From an optimization exercise on the open Yosys and OpenROAD flow, aimed at small area, a short achievable clock period and few clock cycles per item; shortcuts taken in it are not production practice. Where RTL was checked, it was by simulation tests only, not by an equivalence proof against the original. For run 1, only the layout was checked, not whether the RTL still works.

===== flow/config.mk =====
export PLATFORM = sky130hd
export DESIGN_NAME = voice_slot_sample_mixer
export DESIGN_NICKNAME = voice_slot_sample_mixer
export VERILOG_FILES = /design/flow/design.v
export SDC_FILE = /design/flow/constraint.sdc
export NUM_CORES = 4
export LEC_CHECK = 0
export ABC_CLOCK_PERIOD_IN_PS = 3000
export CAP_MARGIN = 20
export CORE_MARGIN = 2
export CORE_UTILIZATION = 40
export SETUP_SLACK_MARGIN = 0.3
export SLEW_MARGIN = 20

===== flow/constraint.sdc =====
create_clock -name core_clock -period 11.0 [get_ports {clk_i}]
set_input_delay 2.2000 -clock core_clock [delete_from_list [all_inputs] [get_ports {clk_i}]]
set_output_delay 2.2000 -clock core_clock [all_outputs]
set_load 0.01 [all_outputs]

===== flow/design.v =====
`timescale 1ns / 1ps
module vssm_front (
  input  logic               clk_i,
  input  logic               rst_ni,
  input  logic               push_i,
  input  logic               full_i,
  input  logic [1:0]         kind_i,
  input  logic [2:0]         slot_i,
  input  logic [23:0]        wave_length_i,
  input  logic [15:0]        gain_i,
  input  logic               repeat_req_i,
  input  logic signed [15:0] sample_value_i,
  output logic               cmd_valid_o,
  output logic [1:0]         cmd_kind_o,
  output logic [40:0]        cmd_data_o
);
  localparam logic [1:0] KIND_PLAY = 2'd0;
  logic [7:0]  b_neg, b_one, b_two;
  logic [40:0] data_d;
  always_comb begin
    for (int j = 0; j < 8; j++) begin
      logic b2, b1, b0;
      b2 = sample_value_i[2*j+1];
      b1 = sample_value_i[2*j];
      b0 = (j == 0) ? 1'b0 : sample_value_i[2*j-1];
      b_neg[j] = b2 & ~(b1 & b0);
      b_one[j] = b1 ^ b0;
      b_two[j] = (b2 & ~b1 & ~b0) | (~b2 & b1 & b0);
    end
  end
  assign data_d = (kind_i == KIND_PLAY) ? {wave_length_i, gain_i, repeat_req_i}
                                        : {14'd0, slot_i, b_neg, b_one, b_two};
  always_ff @(posedge clk_i or negedge rst_ni) begin
    if (!rst_ni) begin
      cmd_valid_o <= 1'b0;
    end else if (!full_i) begin
      cmd_valid_o <= push_i;
    end
  end
  always_ff @(posedge clk_i) begin
    if (!full_i) begin
      cmd_kind_o <= kind_i;
      cmd_data_o <= data_d;
    end
  end
endmodule
`timescale 1ns / 1ps
module vssm_back (
  input  logic               clk_i,
  input  logic               rst_ni,
  input  logic               push_i,
  output logic               full_o,
  input  logic               cmd_valid_i,
  input  logic [1:0]         cmd_kind_i,
  input  logic [40:0]        cmd_data_i,
  output logic               empty_o,
  output logic [2:0]         slot_out_o,
  output logic               ok_o,
  output logic [23:0]        next_position_o,
  output logic               voice_active_o,
  output logic signed [23:0] mix_o,
  output logic [3:0]         active_voices_o,
  input  logic               pop_i
);
  localparam logic [1:0] KIND_PLAY   = 2'd0;
  localparam logic [1:0] KIND_STOP   = 2'd1;
  localparam logic [1:0] KIND_SAMPLE = 2'd2;
  localparam logic [1:0] KIND_FRAME  = 2'd3;
  localparam int ResW = 3 + 1 + 24 + 1 + 24 + 4;
  localparam int SpW  = 3 + 1 + 24 + 1 + 4 + 1;
  localparam int MW   = 33;
  logic [23:0] len_q  [8];
  logic [23:0] pos_q  [8];
  logic [15:0] gain_q [8];
  logic [7:0]  rep_q;
  logic [7:0]  on_q;
  logic [7:0]  lnz_q;         
  logic [7:0]  last_q;        
  logic [2:0]  stk_q  [8];    
  logic [3:0]  act_q;         
  logic signed [23:0] acc_q;
  logic [ResW-1:0] hd_q;
  logic [SpW-1:0]  sp_q;
  logic            empty_q, sp_v_q, full_q;
  logic            adv;       
  assign adv     = !sp_v_q;
  assign full_o  = full_q;
  assign empty_o = empty_q;
  assign {slot_out_o, ok_o, next_position_o, voice_active_o, mix_o, active_voices_o} = hd_q;
  logic        m_v, v_v;
  logic [1:0]  m_kind, v_kind;
  logic [2:0]  m_slot, v_slot;
  logic [40:0] m_data;        
  logic [MW-1:0] v_s, v_c;    
  logic        vs_play_ok, vs_free_it;
  logic [3:0]  act_d;
  logic [2:0]  x_slot, alloc_m;
  logic [15:0] g_eff;
  logic        m_play, fwd_m, fwd_v;
  assign x_slot  = cmd_data_i[26:24];
  assign m_play  = m_v && (m_kind == KIND_PLAY);
  assign alloc_m = vs_play_ok ? stk_q[1] : (vs_free_it ? v_slot : stk_q[0]);
  assign fwd_m   = m_play && !act_d[3] && (alloc_m == x_slot);
  assign fwd_v   = vs_play_ok && (stk_q[0] == x_slot);
  assign g_eff   = fwd_m ? m_data[16:1] : (fwd_v ? v_c[32:17] : gain_q[x_slot]);
  always_ff @(posedge clk_i or negedge rst_ni) begin
    if (!rst_ni) begin
      m_v <= 1'b0;
    end else if (adv) begin
      m_v <= cmd_valid_i;
    end
  end
  always_ff @(posedge clk_i) begin
    if (adv) begin
      m_kind <= cmd_kind_i;
      m_slot <= x_slot;
      m_data <= (cmd_kind_i == KIND_PLAY) ? cmd_data_i : {1'b0, g_eff, cmd_data_i[23:0]};
    end
  end
  logic [15:0]   m_gain;
  logic [7:0]    m_neg, m_one, m_two;
  logic [MW-1:0] row [9];
  assign m_gain = m_data[39:24];
  assign m_neg  = m_data[23:16];
  assign m_one  = m_data[15:8];
  assign m_two  = m_data[7:0];
  always_comb begin
    for (int j = 0; j < 9; j++) row[j] = '0;
    row[8] = MW'(33'h0_5556_2000);
    for (int j = 0; j < 8; j++) begin
      for (int k = 0; k < 17; k++) begin
        row[j][2*j+k] = ((m_one[j] & ((k < 16) ? m_gain[k] : 1'b0)) |
                         (m_two[j] & ((k > 0) ? m_gain[k-1] : 1'b0))) ^ m_neg[j];
      end
      row[j][2*j+17] = ~m_neg[j];
      if (j < 7) row[j+1][2*j] = m_neg[j];
      else       row[8][2*j]   = m_neg[j];
    end
  end
  logic [MW-1:0] s1, c1, s2, c2, s3, c3, s4, c4, s5, c5, s6, c6, ps, pc;
  assign s1 = row[0] ^ row[1] ^ row[2];
  assign c1 = ((row[0] & row[1]) | (row[0] & row[2]) | (row[1] & row[2])) << 1;
  assign s2 = row[3] ^ row[4] ^ row[5];
  assign c2 = ((row[3] & row[4]) | (row[3] & row[5]) | (row[4] & row[5])) << 1;
  assign s3 = row[6] ^ row[7] ^ row[8];
  assign c3 = ((row[6] & row[7]) | (row[6] & row[8]) | (row[7] & row[8])) << 1;
  assign s4 = s1 ^ c1 ^ s2;
  assign c4 = ((s1 & c1) | (s1 & s2) | (c1 & s2)) << 1;
  assign s5 = c2 ^ s3 ^ c3;
  assign c5 = ((c2 & s3) | (c2 & c3) | (s3 & c3)) << 1;
  assign s6 = s4 ^ c4 ^ s5;
  assign c6 = ((s4 & c4) | (s4 & s5) | (c4 & s5)) << 1;
  assign ps = s6 ^ c6 ^ c5;
  assign pc = ((s6 & c6) | (s6 & c5) | (c6 & c5)) << 1;
  always_ff @(posedge clk_i or negedge rst_ni) begin
    if (!rst_ni) begin
      v_v <= 1'b0;
    end else if (adv) begin
      v_v <= m_v;
    end
  end
  always_ff @(posedge clk_i) begin
    if (adv) begin
      v_kind <= m_kind;
      v_slot <= m_slot;
      if (m_kind == KIND_PLAY) begin
        v_s <= {m_data[40:17], 9'd0};
        v_c <= {m_data[16:0], 16'd0};
      end else begin
        v_s <= ps;
        v_c <= pc;
      end
    end
  end
  logic        c_go, is_play, is_stop, is_smp, is_frame, addr_kind;
  logic [2:0]  slot, alloc;
  logic [23:0] len_cur, pos_cur, pos_inc, new_len;
  logic [15:0] new_gain;
  logic        new_rep;
  logic        rep_cur, hit, len_nz, last, at_end, last2, len_one, last_d;
  logic        play_ok, stop_ok, smp_ok, free_it;
  logic [2:0]  r_slot;
  logic        r_ok, r_active;
  logic [23:0] r_pos;
  assign c_go      = v_v && adv;
  assign is_play   = v_v && (v_kind == KIND_PLAY);
  assign is_stop   = v_v && (v_kind == KIND_STOP);
  assign is_smp    = v_v && (v_kind == KIND_SAMPLE);
  assign is_frame  = v_v && (v_kind == KIND_FRAME);
  assign addr_kind = is_stop || is_smp;
  assign slot      = v_slot;
  assign alloc     = stk_q[0];
  assign new_len   = v_s[32:9];
  assign new_gain  = v_c[32:17];
  assign new_rep   = v_c[16];
  assign len_cur  = len_q[slot];
  assign pos_cur  = pos_q[slot];
  assign rep_cur  = rep_q[slot];
  assign hit      = on_q[slot];
  assign len_nz   = lnz_q[slot];
  assign last     = last_q[slot];
  assign pos_inc  = pos_cur + 24'd1;
  assign len_one  = (len_cur == 24'd1);
  always_comb begin
    last2 = (pos_cur[0] == len_cur[0]) && (pos_cur[1] ^ len_cur[1]);
    for (int i = 1; i < 23; i++) begin
      last2 = last2 & ((pos_cur[i+1] ^ len_cur[i+1]) == (pos_cur[i] & ~len_cur[i]));
    end
  end
  assign last_d = at_end ? len_one : last2;
  assign at_end  = !len_nz || last;
  assign play_ok = is_play && !act_q[3];
  assign stop_ok = is_stop && hit;
  assign smp_ok  = is_smp && hit;
  assign free_it = stop_ok || (smp_ok && at_end && !rep_cur);
  assign vs_play_ok = play_ok;
  assign vs_free_it = free_it;
  assign r_ok     = play_ok || stop_ok || smp_ok || is_frame;
  assign r_slot   = play_ok ? alloc : (addr_kind ? slot : 3'd0);
  assign r_pos    = (smp_ok && !at_end) ? pos_inc : 24'd0;
  assign r_active = play_ok || (addr_kind && hit && !free_it);
  always_comb begin
    act_d = act_q;
    if (play_ok) begin
      act_d = act_q + 4'd1;
    end else if (free_it) begin
      act_d = act_q - 4'd1;
    end
  end
  always_ff @(posedge clk_i or negedge rst_ni) begin
    if (!rst_ni) begin
      on_q  <= '0;
      act_q <= '0;
      for (int i = 0; i < 8; i++) begin
        stk_q[i] <= 3'(i);
      end
    end else if (c_go) begin
      act_q <= act_d;
      if (play_ok) begin
        on_q[alloc] <= 1'b1;
        for (int i = 0; i < 7; i++) begin
          stk_q[i] <= stk_q[i+1];
        end
      end else if (free_it) begin
        on_q[slot] <= 1'b0;
        stk_q[0] <= slot;
        for (int i = 1; i < 8; i++) begin
          stk_q[i] <= stk_q[i-1];
        end
      end
    end
  end
  always_ff @(posedge clk_i) begin
    for (int i = 0; i < 8; i++) begin
      if (c_go && play_ok && (alloc == 3'(i))) begin
        len_q[i]  <= new_len;
        gain_q[i] <= new_gain;
        rep_q[i]  <= new_rep;
        lnz_q[i]  <= (new_len != 24'd0);
        last_q[i] <= (new_len == 24'd1);
      end
      if (c_go && ((play_ok && (alloc == 3'(i))) || (is_smp && (slot == 3'(i))))) begin
        pos_q[i] <= r_pos;
      end
      if (c_go && is_smp && (slot == 3'(i))) begin
        last_q[i] <= last_d;
      end
    end
  end
  logic              c_lo;
  logic [14:0]       lo_sum;
  logic signed [24:0] sum;
  logic signed [23:0] sum_sat;
  assign lo_sum  = {1'b0, v_s[13:0]} + {1'b0, v_c[13:0]};
  assign c_lo    = lo_sum[14];
  assign sum     = $signed({acc_q[23], acc_q}) +
                   $signed({{6{~v_s[32]}}, ~v_s[32], v_s[31:14]}) +
                   $signed({6'd0, v_c[32:14]}) +
                   $signed({24'd0, c_lo});
  assign sum_sat = (sum[24] != sum[23]) ? (sum[24] ? 24'sh800000 : 24'sh7FFFFF) : sum[23:0];
  always_ff @(posedge clk_i or negedge rst_ni) begin
    if (!rst_ni) begin
      acc_q <= '0;
    end else if (c_go) begin
      if (is_frame) begin
        acc_q <= '0;
      end else if (smp_ok && len_nz) begin
        acc_q <= sum_sat;
      end
    end
  end
  logic [ResW-1:0] in_word, sp_word, hd_src;
  logic [SpW-1:0]  in_sp;
  logic            wr, hd_v, hd_v_d, sp_v_d;
  assign in_word = {r_slot, r_ok, r_pos, r_active, (is_frame ? acc_q : 24'sd0), act_d};
  assign in_sp   = {r_slot, r_ok, (is_frame ? acc_q : r_pos), r_active, act_d, is_frame};
  assign sp_word = {sp_q[33:30], (sp_q[0] ? 24'd0 : sp_q[29:6]), sp_q[5],
                    (sp_q[0] ? sp_q[29:6] : 24'd0), sp_q[4:1]};
  assign wr      = v_v && adv;
  assign hd_v    = !empty_q;
  assign hd_src  = sp_v_q ? sp_word : in_word;
  always_comb begin
    if (!hd_v) begin
      hd_v_d = wr;
    end else if (pop_i) begin
      hd_v_d = sp_v_q || wr;
    end else begin
      hd_v_d = 1'b1;
    end
    if (sp_v_q) begin
      sp_v_d = !pop_i;
    end else begin
      sp_v_d = hd_v && !pop_i && wr;
    end
  end
  always_ff @(posedge clk_i or negedge rst_ni) begin
    if (!rst_ni) begin
      empty_q <= 1'b1;
      sp_v_q  <= 1'b0;
      full_q  <= 1'b0;
    end else begin
      empty_q <= !hd_v_d;
      sp_v_q  <= sp_v_d;
      full_q  <= (full_q || push_i) && sp_v_d;
    end
  end
  always_ff @(posedge clk_i) begin
    if (!hd_v || pop_i) begin
      hd_q <= hd_src;
    end
    if (!sp_v_q) begin
      sp_q <= in_sp;
    end
  end
endmodule
`timescale 1ns / 1ps
module voice_slot_sample_mixer (
  input  logic                clk_i,
  input  logic                rst_ni,
  input  logic                push,
  output logic                full,
  input  logic [1:0]          kind_i,
  input  logic [2:0]          slot_i,
  input  logic [23:0]         wave_length_i,
  input  logic [15:0]         gain_i,
  input  logic                repeat_req_i,
  input  logic signed [15:0]  sample_value_i,
  output logic                empty,
  input  logic                pop,
  output logic [2:0]          slot_out_o,
  output logic                ok_o,
  output logic [23:0]         next_position_o,
  output logic                voice_active_o,
  output logic signed [23:0]  mix_o,
  output logic [3:0]          active_voices_o
);
  logic        cmd_valid;
  logic [1:0]  cmd_kind;
  logic [40:0] cmd_data;
  vssm_front u_front (
    .clk_i          (clk_i),
    .rst_ni         (rst_ni),
    .push_i         (push),
    .full_i         (full),
    .kind_i         (kind_i),
    .slot_i         (slot_i),
    .wave_length_i  (wave_length_i),
    .gain_i         (gain_i),
    .repeat_req_i   (repeat_req_i),
    .sample_value_i (sample_value_i),
    .cmd_valid_o    (cmd_valid),
    .cmd_kind_o     (cmd_kind),
    .cmd_data_o     (cmd_data)
  );
  vssm_back u_back (
    .clk_i           (clk_i),
    .rst_ni          (rst_ni),
    .push_i          (push),
    .full_o          (full),
    .cmd_valid_i     (cmd_valid),
    .cmd_kind_i      (cmd_kind),
    .cmd_data_i      (cmd_data),
    .empty_o         (empty),
    .slot_out_o      (slot_out_o),
    .ok_o            (ok_o),
    .next_position_o (next_position_o),
    .voice_active_o  (voice_active_o),
    .mix_o           (mix_o),
    .active_voices_o (active_voices_o),
    .pop_i           (pop)
  );
endmodule

===== flow/flow/run.sh =====
#!/bin/bash
set -euo pipefail
bash standard.sh SETUP_SLACK_MARGIN=7.5 finish > standard.log 2>&1

===== flow/standard.sh =====
#!/bin/bash
# synth_recipe.tcl (not shown) runs the flow's synth.tcl, then flattens the netlist and writes it again
# the make line also repeats each setting of config.mk as NAME=value (left out here)
make -C /OpenROAD-flow-scripts/flow DESIGN_CONFIG=/design/flow/config.mk WORK_HOME=/design/flow/orfs CLKGATE_MAP_FILE= SYNTH_SCRIPT=/design/flow/synth_recipe.tcl "${@:-finish}"

==> results.py, run 1 <==
metrics = {
    "timing": {
        "maxSlewHeadroom": 0.2995,
        "setup_viol": 0,
        "rsz0062_at_grt": "yes",
        "min_period_ns": 4.991,
        "skew_ns": 0.05357,
        "final_hold_viol_count": 0,
        "setup_tns_ns": 0,
        "max_freq_mhz": 200.4,
        "period_share": 0.4537,
        "slew_viol_final": 0,
        "tightest_slew_ns": 1.051,
    },
    "synth": {
        "syn-cell-area_um2": 42050,
        "synth-edff-count": 778,
        "synthFlopType": "edfxtp_1",
        "yosysUniqueCellTypes": 89,
        "yosysSeqAreaShare": 0.5952,
        "yosysWarnings": 7,
        "synth_area_per_cell_um2": 13.73,
        "synth_cells": 3063,
        "async_flop_share": 0.07820,
        "ys_ff_latch": 844,
        "syn_nets": 3371,
    },
    "drt": {
        "via_per_inst": 5.896,
        "vias": 28995,
        "ant_nets": 0,
        "drt_iter0_drc": 3804,
        "dr.pass1.iters": 7,
        "drc_errors": 0,
        "wire_per_inst_um": 26.06,
        "wl_um": 128100,
    },
    "global_routing": {
        "grt.total_usage": 0.2246,
        "grt_overflow": 0,
        "grt_pass1_wl_um": 182100,
        "grt_max_degree": 67,
        "grt_pass1_vias": 28260,
        "antenna_found_initial": 1,
    },
    "worst_setup_path": {
        "path_cells": "ha_1 -> a41o_1 -> a21o_1 -> a21o_1 -> a21o_1 -> a21oi_2 -> nor2b_1 -> o21ai_1 -> nand2b_1 -> a21oi_4 -> fa_2 -> inv_2 -> ha_4 -> a21oi_4 -> o221ai_4 -> a221oi_2 -> o21ai_1 -> a32o_2 -> a221o_2 -> buf_4 -> mux2i_2 -> buf_4 -> o311a_4 -> a221o_1",
        "worstPathRequired_ns": 11.54,
        "slowest_stage": "a221o_2",
        "max_stage_delay_ns": 0.41,
        "crit_path_max_fanout": 6,
        "path_common_cell": "a21o_1",
        "crit_type": "reg2reg",
        "crit_path_end_kind": "flop",
        "worstPathArrival_ns": 5.53,
        "r2r_cells": 24,
        "start_kind": "flop",
    },
    "cells_and_area": {
        "final_common_cell": "edfxtp_1",
        "layout_common_cells": "edfxtp_1 (778), buf_4 (251), nand2_1 (193)",
        "antenna_cells": 0,
        "area_growth_pct": 27.67,
        "drive_gt1_frac": 0.3120,
        "nets": 3780,
    },
    "clock_tree": {
        "htree_levels": 3,
        "clkLatencyLatePin_ns": 0.67,
        "postCtsHoldBufs": 0,
        "cts_buffers": 87,
        "clkSlewWorstSetupHoldPaths_ns": 0.06,
        "cts_max_path_buffers": 3,
        "clock-sinks": 844,
        "cts_tree": "done",
        "cts_root_buf": "clkbuf_16",
    },
    "floorplanning": {
        "core_um2": 103900,
        "pin_count": 125,
        "die_x_um": 328.2,
        "die_y_um": 328.2,
        "std_cell_rows": 118,
        "start_util": 0.4046,
        "die-area_um2": 107700,
    },
    "place": {
        "dpl.hpwl_um": 70660,
        "numPortBuffers": 124,
        "gp_congestion": 0.8884,
    },
    "flow_run": {
        "max_cap_violations": 0,
    },
    "hold_path": {
        "min_path_cells": 0,
        "hp-class": "reg2reg",
    },
    "status": {
        "status": "complete, no violations",
    },
}
-- repair_timing --
action,4_1_cts,5_1_grt
gates cloned,19,12
pin swaps,121,166
resized for setup,494,296
hold endpoints to repair,0,0
endpoints found under the setup margin,462,333
setup buffers,242,93
-- worst max-delay path, delay by kind of cell (launching register included) --
kind            cells  cell delay (ns)
compound gates     15             3.12
fa+ha+maj           3             0.77
flops               1             0.36
buf+inv             3             0.36
simple gates        2             0.17
mux                 1             0.14
-- layout make-up --
class,instances,area [µm²]
clock buffers,98,2240
repair buffers,521,5248
clock inverters,57,608.1
fillers,8612,50250
multi-input cells,1871,18240
well taps,1380,1727
flip-flops and latches,844,25030
inverters,147,593.1
-- state kept, by name (all words and copies together) (netlist names), 24 cells and up --
signal / count
u_front.cmd_data_o: 41
u_back.v_s: 29
u_back.pos_q: 192
u_back.hd_q: 57
u_back.gain_q: 128
u_back.v_c: 28
u_back.stk_q: 24
u_back.acc_q: 24
u_back.len_q: 192
u_back.sp_q: 34
u_back.m_data: 41
-- cell usage after synthesis (53+ instances only) --
| cell | count | area, µm² |
|---|---|---|
| mux2_2 | 102 | 1149 |
| o21ai_0 | 83 | 415.4 |
| nand2_1 | 201 | 754.5 |
| a22o_1 | 56 | 490.5 |
| dfrtp_1 | 53 | 1326 |
| ha_1 | 132 | 1652 |
| nor2_1 | 147 | 551.8 |
| inv_1 | 138 | 518.0 |
| xnor2_1 | 165 | 1445 |
| a22oi_1 | 153 | 1149 |
| edfxtp_1 | 778 | 23360 |
| clkbuf_1 | 137 | 514.2 |
| a222oi_1 | 58 | 580.6 |
| fa_1 | 110 | 2202 |
| a21oi_1 | 85 | 425.4 |
-- cell families (layout without fill, tap and decap cells) --
family	Yosys count	after routing	share of synthesized area
AO/OA/AOI/OAI	701	706	0.1260
AND/OR/NAND/NOR	553	568	0.06281
flip-flops	844	844	0.5952
XOR/XNOR	205	205	0.04288
multiplexers	150	150	0.04520
buffers and inverters	368	823	0.03621
adder cells (fa/ha/maj)	242	242	0.09164
-- through the flow --
step / utilization / setup WS (ns) / cell area (µm²) / instances / hold WS, ns
floorplan: - / 6.272 / 42450 / 3063 / 0.4003
global placement: 0.4306 / 5.502 / 44760 / 4396 / 0.4002
detailed placement: 0.4306 / 5.470 / 44760 / 4396 / 0.4045
CTS: 0.4946 / 6.057 / 51410 / 4812 / 0.4144
global route: 0.5165 / 5.787 / 53690 / 4918 / 0.4236
finish: 0.5165 / 6.009 / 53690 / 4918 / 0.4144
-- worst paths after layout --
kind / start / end / slack, ns
min reg2reg: u_front.cmd_data_o[14] / u_back.m_data[14] / 0.41
min in group asynchronous: rst_ni / u_back.acc_q[21] / 1.75
max: u_back.v_s[6] / u_back.acc_q[21] / 6.01
min: u_front.cmd_data_o[14] / u_back.m_data[14] / 0.41
max reg2reg: u_back.v_s[6] / u_back.acc_q[21] / 6.01
max in group asynchronous: rst_ni / u_back.full_q / 8.63
-- per-layer routing --
metal,share of wire,global-route usage,up-vias
met5,0,0,-
li1,-,-,12533
met2,0.47,0.3646,1551
met1,0.40,0.3055,14597
met3,0.082,0.03762,314
met4,0.045,0.07812,0
==> inputs of run 2 (changes only) <==
--- a/flow/design.v
+++ b/flow/design.v
@@ -71,5 +71,5 @@
   localparam int MW   = 33;
   logic [23:0] len_q  [8];
-  logic [23:0] pos_q  [8];
+  logic [23:0] np_q   [8];    
   logic [15:0] gain_q [8];
   logic [7:0]  rep_q;
@@ -77,4 +77,5 @@
   logic [7:0]  lnz_q;         
   logic [7:0]  last_q;        
+  logic [7:0]  v_sel;         
   logic [2:0]  stk_q  [8];    
   logic [3:0]  act_q;         
@@ -164,4 +165,5 @@
       v_kind <= m_kind;
       v_slot <= m_slot;
+      v_sel  <= 8'b1 << m_slot;
       if (m_kind == KIND_PLAY) begin
         v_s <= {m_data[40:17], 9'd0};
@@ -175,8 +177,9 @@
   logic        c_go, is_play, is_stop, is_smp, is_frame, addr_kind;
   logic [2:0]  slot, alloc;
-  logic [23:0] len_cur, pos_cur, pos_inc, new_len;
+  logic [23:0] len_cur, np_cur, np_inc, new_len;
   logic [15:0] new_gain;
   logic        new_rep;
   logic        rep_cur, hit, len_nz, last, at_end, last2, len_one, last_d;
+  logic [7:0]  alloc_sel;
   logic        play_ok, stop_ok, smp_ok, free_it;
   logic [2:0]  r_slot;
@@ -194,16 +197,23 @@
   assign new_gain  = v_c[32:17];
   assign new_rep   = v_c[16];
-  assign len_cur  = len_q[slot];
-  assign pos_cur  = pos_q[slot];
-  assign rep_cur  = rep_q[slot];
-  assign hit      = on_q[slot];
-  assign len_nz   = lnz_q[slot];
-  assign last     = last_q[slot];
-  assign pos_inc  = pos_cur + 24'd1;
+  always_comb begin
+    len_cur = '0;
+    np_cur  = '0;
+    for (int i = 0; i < 8; i++) begin
+      len_cur = len_cur | (len_q[i] & {24{v_sel[i]}});
+      np_cur  = np_cur | (np_q[i] & {24{v_sel[i]}});
+    end
+  end
+  assign rep_cur  = |(rep_q & v_sel);
+  assign hit      = |(on_q & v_sel);
+  assign len_nz   = |(lnz_q & v_sel);
+  assign last     = |(last_q & v_sel);
+  assign alloc_sel = 8'b1 << alloc;
+  assign np_inc   = np_cur + 24'd1;
   assign len_one  = (len_cur == 24'd1);
   always_comb begin
-    last2 = (pos_cur[0] == len_cur[0]) && (pos_cur[1] ^ len_cur[1]);
-    for (int i = 1; i < 23; i++) begin
-      last2 = last2 & ((pos_cur[i+1] ^ len_cur[i+1]) == (pos_cur[i] & ~len_cur[i]));
+    last2 = np_cur[0] ^ len_cur[0];
+    for (int i = 0; i < 23; i++) begin
+      last2 = last2 & ((np_cur[i+1] ^ len_cur[i+1]) == (np_cur[i] & ~len_cur[i]));
     end
   end
@@ -218,5 +228,5 @@
   assign r_ok     = play_ok || stop_ok || smp_ok || is_frame;
   assign r_slot   = play_ok ? alloc : (addr_kind ? slot : 3'd0);
-  assign r_pos    = (smp_ok && !at_end) ? pos_inc : 24'd0;
+  assign r_pos    = (smp_ok && !at_end) ? np_cur : 24'd0;
   assign r_active = play_ok || (addr_kind && hit && !free_it);
   always_comb begin
@@ -238,10 +248,10 @@
       act_q <= act_d;
       if (play_ok) begin
-        on_q[alloc] <= 1'b1;
+        on_q <= on_q | alloc_sel;
         for (int i = 0; i < 7; i++) begin
           stk_q[i] <= stk_q[i+1];
         end
       end else if (free_it) begin
-        on_q[slot] <= 1'b0;
+        on_q <= on_q & ~v_sel;
         stk_q[0] <= slot;
         for (int i = 1; i < 8; i++) begin
@@ -253,5 +263,5 @@
   always_ff @(posedge clk_i) begin
     for (int i = 0; i < 8; i++) begin
-      if (c_go && play_ok && (alloc == 3'(i))) begin
+      if (c_go && play_ok && alloc_sel[i]) begin
         len_q[i]  <= new_len;
         gain_q[i] <= new_gain;
@@ -259,23 +269,19 @@
         lnz_q[i]  <= (new_len != 24'd0);
         last_q[i] <= (new_len == 24'd1);
+        np_q[i]   <= 24'd1;
       end
-      if (c_go && ((play_ok && (alloc == 3'(i))) || (is_smp && (slot == 3'(i))))) begin
-        pos_q[i] <= r_pos;
-      end
-      if (c_go && is_smp && (slot == 3'(i))) begin
+      if (c_go && is_smp && v_sel[i]) begin
+        np_q[i]   <= at_end ? 24'd1 : np_inc;
         last_q[i] <= last_d;
       end
     end
   end
-  logic              c_lo;
-  logic [14:0]       lo_sum;
+  logic signed [38:0] wide;
   logic signed [24:0] sum;
   logic signed [23:0] sum_sat;
-  assign lo_sum  = {1'b0, v_s[13:0]} + {1'b0, v_c[13:0]};
-  assign c_lo    = lo_sum[14];
-  assign sum     = $signed({acc_q[23], acc_q}) +
-                   $signed({{6{~v_s[32]}}, ~v_s[32], v_s[31:14]}) +
-                   $signed({6'd0, v_c[32:14]}) +
-                   $signed({24'd0, c_lo});
+  assign wide    = $signed({acc_q[23], acc_q, 14'd0}) +
+                   $signed({{6{~v_s[32]}}, ~v_s[32], v_s[31:0]}) +
+                   $signed({6'd0, v_c});
+  assign sum     = wide[38:14];
   assign sum_sat = (sum[24] != sum[23]) ? (sum[24] ? 24'sh800000 : 24'sh7FFFFF) : sum[23:0];
   always_ff @(posedge clk_i or negedge rst_ni) begin
==> flow/flow/run.sh (replaced) <==
#!/bin/bash
set -euo pipefail
bash standard.sh SETUP_SLACK_MARGIN=7.5 MATCH_CELL_FOOTPRINT=0 \
  "BUFFER_PORTS_ARGS=-buffer_cell sky130_fd_sc_hd__buf_4" finish > standard.log 2>&1
--- a/flow/config.mk
+++ b/flow/config.mk
@@ -6,8 +6,8 @@
 export NUM_CORES = 4
 export LEC_CHECK = 0
-export ABC_CLOCK_PERIOD_IN_PS = 3000
+export ABC_CLOCK_PERIOD_IN_PS = 2000
 export CAP_MARGIN = 20
 export CORE_MARGIN = 2
-export CORE_UTILIZATION = 40
+export CORE_UTILIZATION = 60
 export SETUP_SLACK_MARGIN = 0.3
 export SLEW_MARGIN = 20
==> results.py, run 2 <==
metrics = {
    "status": {
        "status": "complete, no violations",
    },
    "drt": {
        "wl_met3_um": 11550,
        "dr.pass1.iters": 6,
        "vias": 29564,
        "wl_met1_um": 47320,
        "wl_um": 128200,
        "drc_errors": 0,
        "wire_per_inst_um": 28.07,
        "dr_wl_met2_um": 62410,
        "ant_nets": 0,
        "via_per_inst": 6.475,
        "drt_iter0_drc": 3459,
        "highest_layer": "met4",
    },
    "clock_tree": {
        "clkLatencyLatePin_ns": 0.65,
        "cts_buffers": 87,
        "clock-sinks": 852,
        "cts_max_path_buffers": 3,
        "clkSlewWorstSetupHoldPaths_ns": 0.06,
        "postCtsHoldBufs": 0,
        "htree_levels": 3,
        "cts_root_buf": "clkbuf_16",
        "cts_tree": "done",
    },
    "floorplanning": {
        "die-area_um2": 72310,
        "pin_count": 125,
        "die_y_um": 268.9,
        "std_cell_rows": 97,
        "die_x_um": 268.9,
        "start_util": 0.6033,
        "core_um2": 69790,
    },
    "synth": {
        "yosysMostFrequentCell": "edfxtp_1",
        "syn_nets": 3486,
        "syn-cell-area_um2": 42100,
        "synth_top_cells_by_area": "edfxtp_1 (56%), a22oi_1 (5.9%), fa_1 (5.2%)",
        "yosysWarnings": 7,
        "async_flop_share": 0.07746,
        "synth.top_cells.by_count": "edfxtp_1 (786), a22oi_1 (330), nor2_1 (271)",
        "synthFlopType": "edfxtp_1",
        "synth_area_leader_cell": "edfxtp_1",
        "synth-edff-count": 786,
        "synth_area_per_cell_um2": 13.22,
        "yosysSeqAreaShare": 0.6002,
        "ys_ff_latch": 852,
        "synth_top_area_share": 0.5606,
        "yosysUniqueCellTypes": 82,
        "synth_cells": 3184,
    },
    "place": {
        "place_area_um2": 43810,
        "numPortBuffers": 124,
        "pre_cts_slack_ns": 6.706,
        "dpl.hpwl_um": 74310,
        "gp_congestion": 0.9214,
    },
    "cells_and_area": {
        "antenna_cells": 0,
        "final_cell_area_um2": 51000,
        "area_growth_pct": 21.14,
        "reg_top3": "u_back.len_q x192, u_back.np_q x192, u_back.gain_q x128",
        "drive_gt1_frac": 0.2603,
        "layout_common_cells": "edfxtp_1 (786), buf_4 (432), a22oi_1 (270)",
        "nets": 3859,
        "final_common_cell": "edfxtp_1",
    },
    "timing": {
        "slew_viol_final": 0,
        "max_freq_mhz": 277.1,
        "finalWorstSetupSlack_ns": 7.391,
        "maxSlewHeadroom": 0.2648,
        "min_period_ns": 3.609,
        "skew_ns": 0.03462,
        "final_hold_viol_count": 0,
        "setup_viol": 0,
        "period_share": 0.3281,
        "setup_tns_ns": 0,
        "rsz0062_at_grt": "yes",
        "hold_slack_ns": 0.4187,
        "tightest_slew_ns": 1.103,
    },
    "worst_setup_path": {
        "crit_path_end_kind": "flop",
        "worstPathRequired_ns": 11.36,
        "worstPathArrival_ns": 3.97,
        "crit_path_max_fanout": 14,
        "reg2reg_to": "u_back.v_s[20]",
        "start_kind": "flop",
        "rr_startpoint": "u_back.m_data[34]",
        "r2r_cells": 9,
        "reg2reg_slack_ns": 7.39,
        "crit_type": "reg2reg",
    },
    "global_routing": {
        "grt.total_usage": 0.3407,
        "antenna_found_initial": 0,
        "grt_pass1_wl_um": 180400,
        "grt_pass1_vias": 28717,
        "grt_max_degree": 106,
        "grt_overflow": 0,
    },
    "hold_path": {
        "hp-class": "reg2reg",
        "min_path_cells": 0,
        "hp-start": "u_front.cmd_data_o[8]",
        "min_to": "u_back.m_data[8]",
    },
    "flow_run": {
        "max_cap_violations": 0,
    },
}
-- run 2: cell types whose count changed in the layout (fill, tap and decap cells not counted), moves of 24 or more --
cell	delta
nand4_1	+24
buf_2	-36
nor2_1	+159
buf_4	+181
and4_1	+25
a22oi_1	+168
a222oi_1	-58
o21ai_0	+28
nor2_4	-31
clkdlybuf4s50_1	-64
buf_6	-60
-- run 2: timing repair --
item,CTS,global route
resized for setup,134,155
gates cloned,10,15
pin swaps,45,95
buffers inserted,200,104
endpoints found under the setup margin,424,161
-- run 2: worst max path at each step --
stage	slack, ns	endpoint	cells past startpoint	from
after detailed placement	6.71	u_back.m_data[28]	12	u_back.v_sel[6]
final	7.39	u_back.v_s[20]	9	u_back.m_data[34]
after global placement	6.80	u_back.m_data[39]	12	u_back.v_sel[6]
after CTS	7.43	u_back.v_s[13]	9	u_back.m_data[31]
after global routing	7.31	u_back.v_s[14]	10	u_back.m_data[34]
after floorplan	6.69	u_back.last_q[4]	6	u_back.v_kind[1]
-- run 2: cell families (layout without fill, tap and decap cells) --
kind of cell,count (synthesis),count (layout),share of synthesized area
DFF,852,852,0.6002
AOI/OAI and AO/OA,679,679,0.1165
adders and majority gates,236,236,0.08957
xor gates and xnor gates,207,207,0.04306
and+or+nand+nor,738,740,0.08315
muxes,118,119,0.03355
buffers and inverters,354,793,0.03400
-- run 2: stage by stage --
step                std cells    util
floorplan                3184       -
global placement         4078  0.6277
detailed placement       4078  0.6277
CTS                      4446  0.7034
global route             4566  0.7309
finish                   4566  0.7309
-- run 2: routing by layer --
metal | global-route usage | vias to the layer above
li1 | - | 12633
met1 | 0.4363 | 14862
met2 | 0.5736 | 1678
met3 | 0.05954 | 391
met4 | 0.1488 | 0
met5 | 0 | -
-- run 2: area by class of cell --
type                       instances  area (µm²)
sequential                       852       25290
fill                            4597       18780
multi-input combinational       1981       16420
timing repair buffer             507        4790
clock buffer                     112        2352
tap                              940        1176
inverter                         127       516.7
clock inverter                    46       444.2
timing repair inverter             1       8.758
-- run 2: worst max-delay path: stages (launching register included) --
cell	delay [ns]
edfxtp_1	0.45
buf_12	0.19
a22oi_2	0.20
xnor2_1	0.14
fa_1	0.58
fa_1	0.45
fa_1	0.50
inv_1	0.05
fa_1	0.42
mux2_2	0.32
Testbench counts of run 2, summed over its fixed seeds: cycles 12,032, items 12,000.
==> inputs of run 3 (changes only) <==
--- a/flow/config.mk
+++ b/flow/config.mk
@@ -9,5 +9,6 @@
 export CAP_MARGIN = 20
 export CORE_MARGIN = 2
-export CORE_UTILIZATION = 60
+export CORE_UTILIZATION = 40
+export CTS_BUF_LIST = sky130_fd_sc_hd__clkbuf_8
 export SETUP_SLACK_MARGIN = 0.3
 export SLEW_MARGIN = 20
==> results.py, run 3 <==
metrics = {
    "status": {
        "status": "complete, no violations",
    },
    "synth": {
        "yosysMostFrequentCell": "edfxtp_1",
        "syn_nets": 3486,
        "yosysUniqueCellTypes": 82,
        "yosysWarnings": 7,
        "yosysSeqAreaShare": 0.6002,
        "synth_area_per_cell_um2": 13.22,
        "synth.top_cells.by_count": "edfxtp_1 (786), a22oi_1 (330), nor2_1 (271)",
        "synth_cells": 3184,
        "synthFlopType": "edfxtp_1",
        "muxShareOfSynthArea": 0.03355,
        "synth_top_area_share": 0.5606,
        "ys_ff_latch": 852,
        "synth-edff-count": 786,
        "synth_compound_area_frac": 0.1165,
        "synth_xor_area_frac": 0.04306,
        "synth_top_family_by_area": "compound AO/OA/AOI/OAI gates",
        "synth-simple-area-share": 0.08315,
        "syn-cell-area_um2": 42100,
        "yosys.area_share.adder": 0.08957,
        "synth_top_cells_by_area": "edfxtp_1 (56%), a22oi_1 (5.9%), fa_1 (5.2%)",
        "async_flop_share": 0.07746,
        "synth_area_leader_cell": "edfxtp_1",
    },
    "global_routing": {
        "grt_overflow": 0,
        "grt_pass1_vias": 27825,
        "antenna_found_initial": 1,
        "met3_usage": 0.03703,
        "grt_max_degree": 68,
        "grt_pass1_wl_um": 178700,
        "grt_util_met2": 0.3575,
        "top_usage_layer": "met2",
        "grt.total_usage": 0.2213,
        "use_met1": 0.2996,
    },
    "cells_and_area": {
        "layout_common_cells": "edfxtp_1 (786), buf_4 (290), a22oi_1 (289)",
        "final_common_cell": "edfxtp_1",
        "nets": 3805,
        "drive_gt1_frac": 0.2435,
        "reg_top3": "u_back.len_q x192, u_back.np_q x192, u_back.gain_q x128",
        "final_cell_area_um2": 50320,
        "post-route-util": 0.4801,
        "area_growth_pct": 19.52,
    },
    "drt": {
        "ant_nets": 0,
        "vias": 28573,
        "via_per_inst": 5.711,
        "drc_errors": 0,
        "dr.pass1.iters": 6,
        "wl_um": 124300,
        "drt_iter0_drc": 3163,
        "wire_per_inst_um": 24.84,
    },
    "timing": {
        "final_hold_viol_count": 0,
        "maxSlewHeadroom": 0.2308,
        "max_freq_mhz": 269.0,
        "setup_tns_ns": 0,
        "min_period_ns": 3.717,
        "setup_viol": 0,
        "skew_ns": 0.05165,
        "tightest_slew_ns": 1.154,
        "slew_viol_final": 0,
        "rsz0062_at_grt": "yes",
        "period_share": 0.3379,
        "hold_slack_ns": 0.4159,
    },
    "floorplanning": {
        "start_util": 0.4017,
        "die_x_um": 328.4,
        "die_y_um": 328.4,
        "core_um2": 104800,
        "std_cell_rows": 119,
        "pin_count": 125,
        "die-area_um2": 107900,
    },
    "place": {
        "place_area_um2": 44410,
        "dpl.hpwl_um": 71210,
        "numPortBuffers": 124,
        "gp_congestion": 0.8750,
    },
    "worst_setup_path": {
        "worstPathArrival_ns": 1.52,
        "worstPathRequired_ns": 8.80,
        "path_cells": "buf_6",
        "max_stage_delay_ns": 0.52,
        "crit_type": "reg2out",
        "cp.buffers_inverters": 1,
        "slowest_stage": "edfxtp_1",
        "crit_path_max_fanout": 1,
        "cp_top_family": "flip-flops",
        "crit_path_end_kind": "output pin",
        "start_kind": "flop",
    },
    "clock_tree": {
        "cts_max_path_buffers": 3,
        "cts_buffers": 139,
        "cts_tree": "done",
        "postCtsHoldBufs": 0,
        "htree_levels": 4,
        "clkSlewWorstSetupHoldPaths_ns": 0.07,
        "clock-sinks": 852,
        "cts_root_buf": "clkbuf_8",
        "clkLatencyLatePin_ns": 0.82,
    },
    "hold_path": {
        "hp-class": "reg2reg",
    },
    "flow_run": {
        "max_cap_violations": 0,
    },
}
## run 3: cell counts after synthesis
Identical to the previous run, type by type.
## run 3: area by class of cell
type | count | area (µm²)
repair buffers | 402 | 3722
fillers | 9228 | 54500
multi-input cells | 1981 | 16370
clock buffers | 144 | 1982
clock inverters | 104 | 728.2
diodes | 2 | 5.005
flip-flops and latches | 852 | 25280
well taps | 1391 | 1740
inverters | 127 | 491.7
## run 3: final timing paths
| path | to | startpoint | slack [ns] | cells after the start |
|---|---|---|---|---|
| setup / recovery | next_position_o[8] | u_back.hd_q[37] | 7.28 | 1 |
| hold / removal | u_back.m_data[15] | u_front.cmd_data_o[15] | 0.42 | 0 |
| setup reg to reg | u_back.v_s[13] | u_back.m_data[13] | 7.39 | 10 |
| hold reg to reg | u_back.m_data[15] | u_front.cmd_data_o[15] | 0.42 | 0 |
| max in group asynchronous | u_back.acc_q[12] | rst_ni | 8.74 | 1 |
| min in group asynchronous | u_back.on_q[4] | rst_ni | 1.53 | 1 |
## run 3: cell families after synthesis
| logic type | count (synthesis) |
|---|---|
| DFF | 852 |
| and+or+nand+nor | 738 |
| AOI/OAI and AO/OA | 679 |
| buffers and inverters | 354 |
| adders and majority gates | 236 |
| xor gates and xnor gates | 207 |
| muxes | 118 |
## run 3: timing repair
item                                    4_1_cts  5_1_grt
hold endpoints to repair                      0        0
endpoints found under the setup margin      265      157
setup buffers                               154       49
cloned                                        7        9
pin swaps                                    35       72
resized for setup                           147      135
## run 3: through the flow
stage / std cells / setup slack [ns]
after CTS: 4943 / 7.243
after detailed placement: 4534 / 6.811
after global routing: 5002 / 7.253
after global placement: 4533 / 6.410
final: 5003 / 7.283
after floorplan: 3184 / 6.695
## run 3: layer usage
layer	wire (µm)	share of wire
met2	58270	0.47
met1	51560	0.41
met3	9864	0.079
met4	4604	0.037
met5	0	0
## run 3: worst register-to-register path: stages (launching register included)
cell      delay (ns)
edfxtp_1        0.45
buf_12          0.17
buf_4           0.13
a22oi_2         0.22
xnor2_2         0.15
fa_1            0.45
fa_2            0.54
inv_1           0.06
fa_1            0.50
fa_1            0.41
mux2_2          0.28
==> inputs of run 4 (changes only) <==
--- a/flow/config.mk
+++ b/flow/config.mk
@@ -6,9 +6,9 @@
 export NUM_CORES = 4
 export LEC_CHECK = 0
+export ABC_AREA = 1
 export ABC_CLOCK_PERIOD_IN_PS = 2000
 export CAP_MARGIN = 20
 export CORE_MARGIN = 2
 export CORE_UTILIZATION = 40
-export CTS_BUF_LIST = sky130_fd_sc_hd__clkbuf_8
 export SETUP_SLACK_MARGIN = 0.3
 export SLEW_MARGIN = 20
==> results.py, run 4 <==
metrics = {
    "worst_setup_path": {
        "rr_startpoint": "u_back.m_data[0]",
        "start_kind": "flop",
        "worstPathRequired_ns": 11.38,
        "crit_type": "reg2reg",
        "reg2reg_slack_ns": 7.25,
        "r2r_cells": 11,
        "reg2reg_to": "u_back.v_s[11]",
        "crit_path_max_fanout": 7,
        "worstPathArrival_ns": 4.13,
        "crit_path_end_kind": "flop",
    },
    "place": {
        "pre_cts_slack_ns": 6.756,
        "numPortBuffers": 124,
        "dpl.hpwl_um": 83210,
        "gp_congestion": 0.9344,
    },
    "global_routing": {
        "grt_max_degree": 84,
        "antenna_found_initial": 0,
        "grt_pass1_wl_um": 193000,
        "grt_overflow": 0,
        "grt.total_usage": 0.2293,
        "grt_pass1_vias": 30851,
    },
    "timing": {
        "tightest_slew_ns": 1.029,
        "setup_tns_ns": 0,
        "min_period_ns": 3.749,
        "skew_ns": 0.02865,
        "finalWorstSetupSlack_ns": 7.251,
        "hold_slack_ns": 0.4122,
        "setup_viol": 0,
        "max_freq_mhz": 266.7,
        "period_share": 0.3409,
        "final_hold_viol_count": 0,
        "slew_viol_final": 0,
        "maxSlewHeadroom": 0.3118,
        "rsz0062_at_grt": "yes",
    },
    "synth": {
        "syn-cell-area_um2": 43390,
        "yosysSeqAreaShare": 0.5824,
        "yosysMostFrequentCell": "nand2_1",
        "synth-simple-area-share": 0.1520,
        "synth_xor_area_frac": 0.03371,
        "ys_ff_latch": 852,
        "muxShareOfSynthArea": 0.003461,
        "yosysWarnings": 7,
        "synth_area_per_cell_um2": 10.81,
        "synth_area_leader_cell": "edfxtp_1",
        "yosysUniqueCellTypes": 64,
        "yosys.area_share.adder": 0.08692,
        "synth_cells": 4013,
        "syn_nets": 4315,
        "synth_top_cells_by_area": "edfxtp_1 (54%), nand2_1 (7.7%), fa_1 (5.0%)",
        "synth_top_area_share": 0.5440,
        "synth.top_cells.by_count": "nand2_1 (885), edfxtp_1 (786), nor2_1 (381)",
        "async_flop_share": 0.07746,
        "synth_top_family_by_area": "simple AND/OR/NAND/NOR gates",
        "synth_compound_area_frac": 0.08472,
        "synth-edff-count": 786,
        "synthFlopType": "edfxtp_1",
    },
    "drt": {
        "wire_per_inst_um": 22.82,
        "drc_errors": 0,
        "vias": 31831,
        "dr.pass1.iters": 5,
        "wl_um": 132000,
        "drt_iter0_drc": 3727,
        "ant_nets": 0,
        "via_per_inst": 5.504,
    },
    "floorplanning": {
        "core_um2": 107400,
        "start_util": 0.4042,
        "std_cell_rows": 120,
        "die_y_um": 333.3,
        "pin_count": 125,
        "die_x_um": 333.3,
        "die-area_um2": 111100,
    },
    "cells_and_area": {
        "nFillCells": 9641,
        "area_growth_pct": 18.08,
        "multi_input_area_um2": 16290,
        "layout_common_cells": "nand2_1 (869), edfxtp_1 (786), nor2_1 (371)",
        "final_common_cell": "nand2_1",
        "reg_top3": "u_back.len_q x192, u_back.np_q x192, u_back.gain_q x128",
        "drive_gt1_frac": 0.1717,
        "nets": 4608,
        "ff_latch_area_um2": 25270,
        "antenna_cells": 0,
    },
    "hold_path": {
        "min_to": "u_back.m_data[18]",
        "hp-class": "reg2reg",
        "hp-start": "u_front.cmd_data_o[18]",
        "min_path_cells": 0,
    },
    "clock_tree": {
        "cts_root_buf": "clkbuf_16",
        "clock-sinks": 852,
        "cts_tree": "done",
        "clkSlewWorstSetupHoldPaths_ns": 0.06,
        "cts_buffers": 90,
        "cts_max_path_buffers": 3,
        "clkLatencyLatePin_ns": 0.66,
        "htree_levels": 3,
    },
    "flow_run": {
        "max_cap_violations": 0,
    },
    "status": {
        "status": "complete, no violations",
    },
}
[run 4: cell count changes after synthesis, sizes merged, moves of 30 or more]
cell,previous run,this run
nor2,271,388
mux2,75,0
o22ai,4,188
xnor2,162,19
clkinv,1,40
nand2,220,894
inv,126,380
nand3,17,160
nor2b,30,0
nor3,15,50
a22oi,334,9
clkbuf,162,89
xor2,45,148
[run 4: layer usage]
layer / track usage / share of wire / routed length (µm) / vias to the layer above
li1: - / - / - / 14444
met1: 0.3008 / 0.40 / 53220 / 15631
met4: 0.08385 / 0.041 / 5459 / 0
met5: 0 / 0 / 0 / -
met2: 0.3890 / 0.48 / 63570 / 1436
met3: 0.02983 / 0.074 / 9725 / 320
[run 4: cell families (layout without fill, tap and decap cells)]
| kind of cell | after synthesis | in the layout |
|---|---|---|
| compound gates | 563 | 563 |
| xor+xnor | 167 | 167 |
| fa+ha+maj | 236 | 236 |
| buf+inv | 602 | 968 |
| flops | 852 | 852 |
| mux | 15 | 15 |
| simple gates | 1578 | 1579 |
[run 4: cell type report]
type | instances | share of cell area
well taps | 1403 | 0.03426
clock buffers | 122 | 0.04814
flip-flops and latches | 852 | 0.4933
repair buffers | 371 | 0.06191
clock inverters | 44 | 0.008963
repair inverters | 11 | 0.001221
inverters | 420 | 0.03421
multi-input cells | 2560 | 0.3180
[run 4: timing repair]
action / in CTS / in global routing
setup endpoints to repair: 355 / 314
pin swaps: 47 / 37
hold buffers: 0 / 0
setup buffers: 151 / 59
gates cloned: 4 / 8
gates resized for setup: 133 / 73
[run 4: worst max-delay path by stage]
stage                     cells past startpoint              start               endpoint  slack [ns]
final                                        11   u_back.m_data[0]         u_back.v_s[11]        7.25
after global routing                         12   u_back.m_data[2]         u_back.v_s[17]        7.13
after CTS                                    12  u_back.m_data[25]         u_back.v_s[15]        7.41
after detailed placement                      6          kind_i[1]  u_front.cmd_data_o[0]        6.76
after global placement                        6      u_back.sp_v_q     u_back.np_q[4][14]        6.68
after floorplan                               2                pop         u_back.hd_q[0]        7.49
[run 4: through the flow]
| step | utilization | std cells | cell area, µm² |
|---|---|---|---|
| after global routing | 0.4772 | 5783 | 51230 |
| after detailed placement | 0.4243 | 5395 | 45550 |
| after CTS | 0.4690 | 5716 | 50350 |
| final | 0.4772 | 5783 | 51230 |
| after global placement | 0.4239 | 5394 | 45510 |
| after floorplan | - | 4013 | 43410 |
[run 4: worst max-delay path: stages (launching register included)]
cell and delay (ns):
edfxtp_1 0.52, clkinvlp_4 0.28, o22ai_2 0.18, xor2_1 0.29, fa_1 0.52, fa_1 0.55, inv_1 0.05, fa_1 0.47
inv_1 0.05, fa_1 0.43, nand2_1 0.07, o21ai_1 0.07
==> inputs of run 5 (changes only) <==
--- a/flow/config.mk
+++ b/flow/config.mk
@@ -6,5 +6,4 @@
 export NUM_CORES = 4
 export LEC_CHECK = 0
-export ABC_AREA = 1
 export ABC_CLOCK_PERIOD_IN_PS = 2000
 export CAP_MARGIN = 20
==> results.py, run 5 <==
metrics = {
    "floorplanning": {
        "start_util": 0.4017,
        "pin_count": 125,
        "die_x_um": 328.4,
        "die-area_um2": 107900,
        "std_cell_rows": 119,
        "die_y_um": 328.4,
        "core_um2": 104800,
    },
    "timing": {
        "period_share": 0.3240,
        "maxSlewHeadroom": 0.2329,
        "tightest_slew_ns": 1.151,
        "setup_tns_ns": 0,
        "min_period_ns": 3.564,
        "setup_viol": 0,
        "final_hold_viol_count": 0,
        "slew_viol_final": 0,
        "skew_ns": 0.03875,
        "rsz0062_at_grt": "yes",
        "max_freq_mhz": 280.6,
    },
    "worst_setup_path": {
        "crit_path_end_kind": "flop",
        "worstPathArrival_ns": 3.97,
        "cp.buffers_inverters": 3,
        "crit_path_max_fanout": 7,
        "crit_type": "reg2reg",
        "start_kind": "flop",
        "path_common_cell": "fa_1",
        "worstPathRequired_ns": 11.40,
        "path_cells": "clkinv_4 -> buf_12 -> xnor2_2 -> fa_1 -> fa_1 -> fa_1 -> inv_1 -> fa_1 -> mux2_2",
        "max_stage_delay_ns": 0.55,
        "slowest_stage": "edfxtp_1",
        "cp_top_family": "adder cells",
    },
    "synth": {
        "synth.top_cells.by_count": "edfxtp_1 (786), a22oi_1 (330), nor2_1 (271)",
        "synth_top_cells_by_area": "edfxtp_1 (56%), a22oi_1 (5.9%), fa_1 (5.2%)",
        "synth_area_per_cell_um2": 13.22,
        "synthFlopType": "edfxtp_1",
        "yosysUniqueCellTypes": 82,
        "yosysMostFrequentCell": "edfxtp_1",
        "synth-edff-count": 786,
        "async_flop_share": 0.07746,
        "yosysSeqAreaShare": 0.6002,
        "synth_cells": 3184,
        "ys_ff_latch": 852,
        "yosysWarnings": 7,
        "syn-cell-area_um2": 42100,
        "synth_area_leader_cell": "edfxtp_1",
        "synth_top_area_share": 0.5606,
        "syn_nets": 3486,
    },
    "drt": {
        "ant_nets": 0,
        "drc_errors": 0,
        "via_per_inst": 5.765,
        "dr.pass1.iters": 6,
        "drt_iter0_drc": 3121,
        "wl_um": 121700,
        "vias": 28316,
        "wire_per_inst_um": 24.77,
    },
    "cells_and_area": {
        "final_cells": 4912,
        "area_growth_pct": 19.13,
        "final_common_cell": "edfxtp_1",
        "drive_gt1_frac": 0.2264,
        "nFillCells": 9175,
        "layout_common_cells": "edfxtp_1 (786), buf_4 (326), a22oi_1 (294)",
        "nets": 3749,
        "reg_top3": "u_back.len_q x192, u_back.np_q x192, u_back.gain_q x128",
    },
    "clock_tree": {
        "clkSlewWorstSetupHoldPaths_ns": 0.06,
        "cts_root_buf": "clkbuf_16",
        "cts_max_path_buffers": 3,
        "clock-sinks": 852,
        "postCtsHoldBufs": 0,
        "clkLatencyLatePin_ns": 0.68,
        "cts_buffers": 88,
        "cts_tree": "done",
        "htree_levels": 3,
    },
    "global_routing": {
        "use_met1": 0.3025,
        "met3_usage": 0.02955,
        "grt_util_met2": 0.3589,
        "antenna_found_initial": 0,
        "top_usage_layer": "met2",
        "grt_pass1_wl_um": 177800,
        "grt_pass1_vias": 27414,
        "grt_max_degree": 68,
        "grt_overflow": 0,
        "grt.total_usage": 0.2192,
    },
    "hold_path": {
        "hp-class": "reg2reg",
    },
    "place": {
        "dp.cells": 4534,
        "dpl.hpwl_um": 71210,
        "numPortBuffers": 124,
        "gp_congestion": 0.8750,
    },
    "status": {
        "status": "complete, no violations",
    },
    "flow_run": {
        "max_cap_violations": 0,
    },
}
## run 5: cell count changes after synthesis, moves of 27 or more
cell and delta:
a22oi_1 +321, and4_1 +27, clkbuf_1 +73, clkinv_1 -39
inv_1 -236, mux2_2 +75, nand2_1 -665, nand3_1 -135
nor2_1 -110, nor2b_1 +30, nor3_1 -31, o22ai_1 -184
xnor2_1 +143, xor2_1 -103
## run 5: cells by family (layout without fill, tap and decap cells)
family	after synthesis	count (layout)	synth area share
compound gates	679	680	0.1165
mux	118	119	0.03355
buf+inv	354	687	0.03400
simple gates	738	739	0.08315
fa+ha+maj	236	236	0.08957
other cells	0	1	0
flops	852	852	0.6002
xor+xnor	207	207	0.04306
## run 5: final timing paths
path | startpoint | to | slack [ns] | cells after the start
setup / recovery | u_back.m_data[21] | u_back.v_s[15] | 7.44 | 9
hold / removal | u_front.cmd_data_o[15] | u_back.m_data[15] | 0.42 | 0
setup reg to reg | u_back.m_data[21] | u_back.v_s[15] | 7.44 | 9
hold reg to reg | u_front.cmd_data_o[15] | u_back.m_data[15] | 0.42 | 0
max in group asynchronous | rst_ni | u_back.acc_q[13] | 8.62 | 1
min in group asynchronous | rst_ni | u_back.act_q[1] | 1.68 | 1
## run 5: per-layer routing
layer  up-vias  wire length [µm]  part of all wire
li1      12413                 -                 -
met3       227              8802             0.072
met5         -                 0                 0
met4         0              4185             0.034
met1     14412             51300              0.42
met2      1264             57370              0.47
## run 5: per-stage QoR
stage	utilization	worst slack, ns	instance area (µm²)	hold slack, ns
4_1_cts	0.4700	7.410	49270	0.4180
5_1_grt	0.4785	7.376	50150	0.4244
6_report	0.4785	7.436	50160	0.4166
3_3_place_gp	0.4236	6.410	44400	0.4021
3_5_place_dp	0.4237	6.811	44410	0.4045
2_1_floorplan	-	6.695	42220	0.4003
## run 5: final cells by class
type	instances	area (µm²)	share of cell area
antenna	1	2.502	0.00004989
timing repair buffer	397	3526	0.07030
multi-input combinational	1981	16280	0.3246
clock buffer	108	2287	0.04560
sequential	852	25280	0.5041
clock inverter	55	543.0	0.01083
tap	1391	1740	0.03470
inverter	127	491.7	0.009804
## run 5: timing repair
| action | in CTS | in global routing |
|---|---|---|
| resized for setup | 125 | 100 |
| pin swaps | 27 | 61 |
| setup endpoints to repair | 226 | 109 |
| cloned | 7 | 4 |
| buffers inserted | 156 | 47 |
==> inputs of run 6 (changes only) <==
--- a/flow/config.mk
+++ b/flow/config.mk
@@ -10,4 +10,6 @@
 export CORE_MARGIN = 2
 export CORE_UTILIZATION = 40
+export CTS_CLUSTER_DIAMETER = 70
+export CTS_CLUSTER_SIZE = 25
 export SETUP_SLACK_MARGIN = 0.3
 export SLEW_MARGIN = 20
==> results.py, run 6 <==
metrics = {
    "cells_and_area": {
        "nFillCells": 9276,
        "antenna_cells": 0,
        "multi_input_area_um2": 16330,
        "ff_latch_area_um2": 25290,
        "area_growth_pct": 16.18,
        "reg_top3": "u_back.len_q x192, u_back.np_q x192, u_back.gain_q x128",
        "final_cells": 4835,
        "nets": 3711,
        "layout_common_cells": "edfxtp_1 (786), buf_4 (331), a22oi_1 (294)",
        "final_common_cell": "edfxtp_1",
        "drive_gt1_frac": 0.2192,
    },
    "floorplanning": {
        "die_y_um": 328.4,
        "std_cell_rows": 119,
        "pin_count": 125,
        "start_util": 0.4017,
        "die-area_um2": 107900,
        "core_um2": 104800,
        "die_x_um": 328.4,
    },
    "worst_setup_path": {
        "r2r_cells": 11,
        "reg2reg_to": "u_back.v_s[11]",
        "crit_path_start": "u_back.m_data[13]",
        "crit_type": "reg2reg",
        "reg2reg_slack_ns": 7.38,
        "worstPathArrival_ns": 4.02,
        "max_stage_delay_ns": 0.57,
        "path_cells": "buf_6 -> a22oi_2 -> xnor2_4 -> fa_1 -> inv_2 -> fa_1 -> inv_1 -> fa_1 -> inv_1 -> fa_1 -> mux2_4",
        "crit_path_end_kind": "flop",
        "start_kind": "flop",
        "rr_startpoint": "u_back.m_data[13]",
        "crit_path_max_fanout": 5,
        "endpoint": "u_back.v_s[11]",
        "slowest_stage": "fa_1",
        "worstPathRequired_ns": 11.40,
        "path_common_cell": "fa_1",
    },
    "drt": {
        "vias": 27941,
        "via_per_inst": 5.779,
        "dr.pass1.iters": 6,
        "wire_per_inst_um": 24.87,
        "wl_um": 120200,
        "drt_iter0_drc": 3186,
        "drc_errors": 0,
        "ant_nets": 0,
    },
    "synth": {
        "synth_compound_area_frac": 0.1165,
        "synth_top_area_share": 0.5606,
        "ys_ff_latch": 852,
        "syn-cell-area_um2": 42100,
        "yosysUniqueCellTypes": 82,
        "synth_top_family_by_area": "compound AO/OA/AOI/OAI gates",
        "async_flop_share": 0.07746,
        "yosysSeqAreaShare": 0.6002,
        "synthFlopType": "edfxtp_1",
        "synth_area_per_cell_um2": 13.22,
        "yosysMostFrequentCell": "edfxtp_1",
        "yosysWarnings": 7,
        "synth_area_leader_cell": "edfxtp_1",
        "synth_cells": 3184,
        "synth-simple-area-share": 0.08315,
        "synth.top_cells.by_count": "edfxtp_1 (786), a22oi_1 (330), nor2_1 (271)",
        "yosys.area_share.adder": 0.08957,
        "muxShareOfSynthArea": 0.03355,
        "syn_nets": 3486,
        "synth_top_cells_by_area": "edfxtp_1 (56%), a22oi_1 (5.9%), fa_1 (5.2%)",
        "synth-edff-count": 786,
        "synth_xor_area_frac": 0.04306,
    },
    "clock_tree": {
        "clkLatencyLatePin_ns": 0.66,
        "clkSlewWorstSetupHoldPaths_ns": 0.09,
        "cts_max_path_buffers": 3,
        "cts_root_buf": "clkbuf_16",
        "cts_buffers": 45,
        "clock-sinks": 852,
        "cts_tree": "done",
        "htree_levels": 2,
    },
    "place": {
        "dpl.hpwl_um": 71210,
        "pre_cts_slack_ns": 6.811,
        "numPortBuffers": 124,
        "gp_congestion": 0.8750,
        "dp.cells": 4534,
    },
    "hold_path": {
        "hp-class": "reg2reg",
        "hp-start": "u_front.cmd_data_o[17]",
    },
    "timing": {
        "min_period_ns": 3.617,
        "finalWorstSetupSlack_ns": 7.383,
        "skew_ns": 0.04613,
        "tightest_slew_ns": 1.150,
        "setup_viol": 0,
        "hold_slack_ns": 0.4230,
        "period_share": 0.3288,
        "slew_viol_final": 0,
        "setup_tns_ns": 0,
        "final_hold_viol_count": 0,
        "maxSlewHeadroom": 0.2335,
        "rsz0062_at_grt": "yes",
        "max_freq_mhz": 276.5,
    },
    "status": {
        "status": "complete, no violations",
    },
    "global_routing": {
        "grt_pass1_wl_um": 176200,
        "grt_pass1_vias": 26878,
        "grt.total_usage": 0.2168,
        "grt_overflow": 0,
        "grt_max_degree": 68,
        "antenna_found_initial": 1,
    },
    "flow_run": {
        "max_cap_violations": 0,
    },
}
run 6: changes by cell type in the layout (fill, tap and decap cells not counted), moves of 5 or more:
cell	previous run	this run
clkbuf_16	94	52
mux2_2	74	68
clkinv_2	15	1
buf_4	326	331
mux2_4	2	8
clkinvlp_4	7	2
buf_12	20	25
bufinv_16	7	1
clkbuf_1	19	14
clkinv_1	20	1
run 6: worst min-delay path by stage:
| stage | endpoint | slack, ns | cells after the start |
|---|---|---|---|
| 3_5_place_dp | u_back.m_data[11] | 0.40 | 0 |
| 5_1_grt | u_back.m_data[15] | 0.43 | 0 |
| 6_report | u_back.m_data[17] | 0.42 | 0 |
| 2_1_floorplan | u_back.m_data[0] | 0.40 | 0 |
| 3_3_place_gp | u_back.m_data[19] | 0.40 | 0 |
| 4_1_cts | u_back.m_data[17] | 0.42 | 0 |
run 6: what timing repair did:
action                     4_1_cts  5_1_grt
hold buffers                     0        0
cloned                           7        1
resized for setup              125      111
setup endpoints to repair      219      108
setup buffers                  155       56
pin swaps                       20       66
run 6: worst max-delay path: cells and delay by family (launching register included):
family | cells | cell delay (ns)
buffers and inverters | 4 | 0.30
adders and majority gates | 4 | 1.93
muxes | 1 | 0.28
DFF | 1 | 0.43
xor gates and xnor gates | 1 | 0.12
AOI/OAI and AO/OA | 1 | 0.29
run 6: logic make-up (layout without fill, tap and decap cells):
kind of cell | after synthesis | count (layout)
buffers and inverters | 354 | 612
adder cells (fa/ha/maj) | 236 | 236
XOR/XNOR | 207 | 207
multiplexers | 118 | 119
AND/OR/NAND/NOR | 738 | 739
AO/OA/AOI/OAI | 679 | 679
flip-flops | 852 | 852
run 6: cell type report:
cell class,instances,area share
Timing Repair Buffer,403,0.07313
Tap cell,1391,0.03558
Sequential cell,852,0.5169
Clock buffer,63,0.02568
Inverter,127,0.01005
Clock inverter,19,0.004783
Multi-Input combinational cell,1980,0.3338
run 6: routing by layer:
metal | vias to the layer above | GRT usage | part of all wire
met5 | - | 0 | 0
met4 | 0 | 0.06581 | 0.033
met3 | 195 | 0.02484 | 0.069
met2 | 1225 | 0.3585 | 0.48
met1 | 14227 | 0.3007 | 0.42
li1 | 12294 | - | -
run 6: through the flow:
stage          utilization  area [µm²]
3_3_place_gp        0.4236       44400
6_report            0.4666       48910
4_1_cts             0.4575       47960
5_1_grt             0.4666       48910
2_1_floorplan            -       42220
3_5_place_dp        0.4237       44410

[re-timing with driven ports]
The results above use ideal ports. As a check the final layouts listed here were re-extracted and re-timed, cells and wires unchanged. Step 1 sets driving cells, clkbuf_16 on the clock port and buf_2 on the other inputs (assumed; they add their load-dependent delay and slew). Step 2 times the ports against the registers' clock, not the clock port: input delays grow and output delays shrink by t, the midpoint of the rising clock arrivals with the driver on. a / b / c = no drivers / after step 1 / after step 2; a / b = the first two.
| run | shift t [ns] | setup slack, ns | worst register clock-pin slew, ns | pins driven straight from the clock port |
|---|---|---|---|---|
| run 1 | 0.714 | 6.009 / 6.009 / 6.009 | 0.07 / 0.07 | 1 |
| run 2 | 0.704 | 7.391 / 7.391 / 7.378 | 0.06 / 0.06 | 1 |
| run 3 | 0.857 | 7.283 / 7.219 / 7.386 | 0.07 / 0.07 | 1 |
| run 4 | 0.720 | 7.251 / 7.251 / 7.077 | 0.07 / 0.07 | 1 |
| run 5 | 0.728 | 7.436 / 7.377 / 7.392 | 0.07 / 0.07 | 1 |
| run 6 | 0.711 | 7.383 / 7.349 / 7.383 | 0.10 / 0.10 | 1 |
After both steps setup and hold are still met in every run listed. The setup slack of run 4, which loses most, moves by 0.000 ns with the drivers and by -0.174 ns with both steps.
